Source: an optimization exercise on an open RTL-to-GDS flow (aim: small area, a short achievable clock period and few clock cycles per item). Production flows keep margins and buffers that such runs may drop.
At most, simulation tests tie the RTL to the original design; equivalence was not proved.
Power is estimated from default activity; no workload was simulated.

Design voltmeter_display_controller_core, start of the top module:
module voltmeter_display_controller_core (
    input  wire logic                           i_clk,
    input  wire logic                           i_rst_n,
    input  wire logic                           i_cfg_we,
    input  wire logic [vdc_pkg::CFG_IDX_W-1:0]  i_cfg_idx,
    input  wire logic [vdc_pkg::CFG_DATA_W-1:0] i_cfg_data,
    input  wire logic                           i_in_valid,
    output      logic                           o_in_ready,
    input  wire logic [vdc_pkg::FUNC_W-1:0]     i_in_func,
    input  wire logic [9:0]                     i_in_sample,
    input  wire logic [vdc_pkg::SW_W-1:0]       i_in_switches,
    output      logic                           o_out_valid,
    input  wire logic                           i_out_ready,
    output      logic [vdc_pkg::SEG_W-1:0]      o_out_segments,
    output      logic                           o_out_digit_high,
    output      logic [vdc_pkg::DUTY_W-1:0]     o_out_duty_percent,
    output      logic [vdc_pkg::PERIOD_W-1:0]   o_out_compare_count,
    output      logic [vdc_pkg::VAL_W-1:0]      o_out_shown_value
);
For scale: roughly 1000 cells after synthesis, ~150 flip-flops, about 81 I/O pins.
Settings: LEC_CHECK=0, ABC_CLOCK_PERIOD_IN_PS=2000, CAP_MARGIN=20, CORE_MARGIN=2, CORE_UTILIZATION=40, CTS_BUF_LIST=sky130_fd_sc_hd__clkbuf_4 sky130_fd_sc_hd__clkbuf_8, CTS_CLUSTER_DIAMETER=60, CTS_CLUSTER_SIZE=40, PLACE_DENSITY=0.75, SLEW_MARGIN=20; clock period 8.0 ns.
standard.sh (not shown) runs the stock make flow with config.mk's settings and CLKGATE_MAP_FILE= SYNTH_SCRIPT=/design/flow/synth_recipe.tcl, a recipe that flattens the netlist after the stock synthesis.
==> flow/flow/run.sh <==
#!/bin/bash
# Standard layout, with the port buffers made from buf_2 cells instead of the
# default choice, and timing repair aiming further below the clock period.
set -euo pipefail
export BUFFER_PORTS_ARGS="-buffer_cell sky130_fd_sc_hd__buf_2"
export SETUP_SLACK_MARGIN=5
bash standard.sh > standard.log 2>&1
Testbench counts at the start, summed over its fixed seeds: cycles 17,396, items 16,046.
Rerun with:
==> flow/flow/run.sh (replaced) <==
#!/bin/bash
# The standard layout (standard.sh: standard synthesis and ORFS flow),
# with two changes: the port buffers are buf_2 cells instead of the default
# choice, and timing repair aims for a setup slack of 5.4 ns. ORFS writes each
# step's log under orfs/logs/; make's own output goes to standard.log.
set -euo pipefail
export BUFFER_PORTS_ARGS="-buffer_cell sky130_fd_sc_hd__buf_2"
export SETUP_SLACK_MARGIN=5.4
bash standard.sh > standard.log 2>&1
Settings changed: ABC_AREA set to 1.
The new run finished with timing, DRC and antenna clean.
Clock-buffer cell count went up by 3.
Final area went up by 2.2%.
Combinational power went up by 3.6%.
Cell count went up by 21%.
Fmax went up by 10%.
Non-clock buffer count went up by 19.
Wire length went up by 9.0%.
Rerun with:
==> flow/flow/run.sh (replaced) <==
#!/bin/bash
# Standard layout, with the port buffers made from buf_2 cells instead of the
# default choice, and timing repair aiming further below the clock period.
set -euo pipefail
export BUFFER_PORTS_ARGS="-buffer_cell sky130_fd_sc_hd__buf_2"
export SETUP_SLACK_MARGIN=4.9
bash standard.sh > standard.log 2>&1
Settings changed: ABC_AREA 1 to unset, PLACE_DENSITY 0.75 to unset.
Effect: Global-route usage came out lower by 1.4 points. Via count came out lower by 15%. Hold slack gets worse by 9.3 ps. Power came out higher by 2.8%. Clock skew barely changes. Non-clock buffer count came out lower by 18. Worst setup slack gets worse by 360 ps. Utilization came out lower by 2.3 points.
Rerun with:
==> flow/flow/run.sh (replaced) <==
#!/bin/bash
# The standard layout (standard.sh: standard synthesis and ORFS flow),
# with two changes: the port buffers are buf_2 cells instead of the default
# choice, and timing repair aims for a setup slack of 5 ns. ORFS writes each
# step's log under orfs/logs/; make's own output goes to standard.log.
set -euo pipefail
export BUFFER_PORTS_ARGS="-buffer_cell sky130_fd_sc_hd__buf_2"
export SETUP_SLACK_MARGIN=5
bash standard.sh > standard.log 2>&1
Settings changed: ABC_AREA set to 1, PLACE_DENSITY set to 0.75.
=> Global-route usage increases by 1.2 points; wire length increases by a few percent; design area decreases by a few percent.

voltmeter_display_controller_core, a different RTL version from the one above (not shown whole).
Size: ~890 cells after synthesis, roughly 140 flip-flops, roughly 0.0080 mm² of cells after synthesis.
export LEC_CHECK = 0
export ABC_CLOCK_PERIOD_IN_PS = 2500
export CAP_MARGIN = 20
export CORE_MARGIN = 2
export CORE_UTILIZATION = 40
export SETUP_SLACK_MARGIN = 5
export SLEW_MARGIN = 20
create_clock -name core_clock -period 8.0 [get_ports {i_clk}]
run.sh (not shown) runs the stock make flow with config.mk's settings and CLKGATE_MAP_FILE= SYNTH_SCRIPT=/design/flow/synth_recipe.tcl, a recipe that flattens the netlist after the stock synthesis.
Stock flow here: none of the scripts above is used.
The baseline completed with no timing, DRC or antenna violations.
Testbench counts at the start, summed over its fixed seeds: cycles 17,398, items 16,046.
Next try:
Settings changed: ABC_CLOCK_PERIOD_IN_PS 2500 to 3500, SETUP_SLACK_MARGIN 5 to 4.
Result: Synthesized cell count is unchanged. Final area goes down by a little under a tenth. Power went down slightly. Worst setup slack improved by 0.040 ns. Wire length went down by roughly a tenth. Clock power went up by a little under a tenth. Global-route usage fell by 2.0 points. Clock-buffer cell count does not change. Clock skew is about the same. Die area is unchanged. Area after synthesis stays the same.

voltmeter_display_controller_core, a different RTL version from the one above (not shown whole).
For scale: about 81 I/O pins, roughly 9600 um2 of cells after synthesis.
## voltmeter_display_controller_core
module voltmeter_display_controller_core (
    input  wire logic                           i_clk,
    input  wire logic                           i_rst_n,
    input  wire logic                           i_cfg_we,
    input  wire logic [vdc_pkg::CFG_IDX_W-1:0]  i_cfg_idx,
    input  wire logic [vdc_pkg::CFG_DATA_W-1:0] i_cfg_data,
    input  wire logic                           i_in_valid,
    output      logic                           o_in_ready,
    input  wire logic [vdc_pkg::FUNC_W-1:0]     i_in_func,
    input  wire logic [9:0]                     i_in_sample,
    input  wire logic [vdc_pkg::SW_W-1:0]       i_in_switches,
    output      logic                           o_out_valid,
    input  wire logic                           i_out_ready,
    output      logic [vdc_pkg::SEG_W-1:0]      o_out_segments,
    output      logic                           o_out_digit_high,
    output      logic [vdc_pkg::DUTY_W-1:0]     o_out_duty_percent,
    output      logic [vdc_pkg::PERIOD_W-1:0]   o_out_compare_count,
    output      logic [vdc_pkg::VAL_W-1:0]      o_out_shown_value
);
    logic [PERIOD_W-1:0]  w_period;
    logic [4*DUTY_W-1:0]  w_levels;
    logic                 w_busy;
    logic                 r_m_valid, r_k_valid, r_p_valid, r_s_pend;
    logic                 w_take, w_adv1, w_adv2;
    assign o_out_valid = r_s_pend && !w_busy;
    assign w_adv2      = r_p_valid && !w_busy && (!r_s_pend || i_out_ready);
    assign w_adv1      = r_m_valid && (!r_p_valid || w_adv2);
    assign o_in_ready  = !r_k_valid;
    assign w_take      = i_in_valid && !r_k_valid;
    always_ff @(posedge i_clk) begin
        if (!i_rst_n) begin
            r_m_valid <= 1'b0;
            r_k_valid <= 1'b0;
            r_p_valid <= 1'b0;
            r_s_pend  <= 1'b0;
        end else begin
            if (w_adv1) begin
                r_m_valid <= r_k_valid || w_take;
                r_k_valid <= 1'b0;
            end else if (w_take) begin
                r_m_valid <= 1'b1;
                r_k_valid <= r_m_valid;
            end
            if (w_adv1)      r_p_valid <= 1'b1;
            else if (w_adv2) r_p_valid <= 1'b0;
  ...
Settings: LEC_CHECK=0, ABC_CLOCK_PERIOD_IN_PS=2000, CAP_MARGIN=20, CORE_MARGIN=2, CORE_UTILIZATION=40, CTS_BUF_LIST=sky130_fd_sc_hd__clkbuf_4 sky130_fd_sc_hd__clkbuf_8, CTS_CLUSTER_DIAMETER=60, CTS_CLUSTER_SIZE=40, SETUP_SLACK_MARGIN=5, SLEW_MARGIN=20; clock period 8.0 ns.
Next try:
Settings changed: CTS_BUF_LIST sky130_fd_sc_hd__clkbuf_4 sky130_fd_sc_hd__clkbuf_8 to unset, CTS_CLUSTER_DIAMETER 60 to unset, CTS_CLUSTER_SIZE 40 to unset.
The changed run completed without violations.
Routed wire length went up by 0.92%.
Count of clock-buffer cells in the layout goes up by 2.
Clock power rises by 27%.
Clock skew is lower by 0.0047 ns.
Design area goes up by 2.0%.
Core utilization goes up by 1.1 points.
Via count came out higher by 1.2%.
Non-clock buffer count increases by 4.
Critical path depth does not change.
Cell count climbs by 0.40%.
Function was not checked in any run of this note: the RTL went through the layout flow alone.

-- re-timing with driven ports --
How much do the figures lean on ideal ports? The routed layouts below were timed once more, with nothing changed but the port constraints.
Step 1 sets driving cells, clkbuf_16 on the clock port and buf_2 on the other inputs (assumed; they add their load-dependent delay and slew).
Step 2 adds t to the input delays and takes it off the output delays; t is the mean of the earliest and latest rising clock arrival at the registers after step 1. Input paths then give back, and output paths get back, about the clock's delay inside the block.
a / b / c = ideal ports / drivers / drivers and shift; a / b = the first two.
run	t (ns)	setup slack, ns	hold slack, ns	clock arrival spread, ns
the first run of note 1	0.491	5.062 / 5.046 / 4.650	0.442 / 0.442 / 0.442	0.015 / 0.015
the second run of note 1	0.497	5.329 / 5.290 / 4.995	0.453 / 0.453 / 0.453	0.011 / 0.012
the third run of note 1	0.488	4.971 / 4.971 / 4.617	0.444 / 0.444 / 0.444	0.013 / 0.013
the fourth run of note 1	0.497	5.129 / 5.088 / 4.713	0.456 / 0.456 / 0.456	0.016 / 0.016
the first run of note 2	0.463	3.814 / 3.814 / 3.814	0.453 / 0.453 / 0.453	0.011 / 0.012
the second run of note 2	0.473	3.853 / 3.853 / 3.853	0.454 / 0.454 / 0.454	0.013 / 0.013
the first run of note 3	0.506	3.438 / 3.438 / 3.438	0.468 / 0.468 / 0.468	0.012 / 0.012
the second run of note 3	0.470	3.448 / 3.448 / 3.448	0.459 / 0.460 / 0.460	0.008 / 0.008
After both steps every run listed still meets setup and hold. For the fourth run of note 1, which loses most, drivers alone change the setup slack by -0.041 ns; drivers and shift together by -0.416 ns.
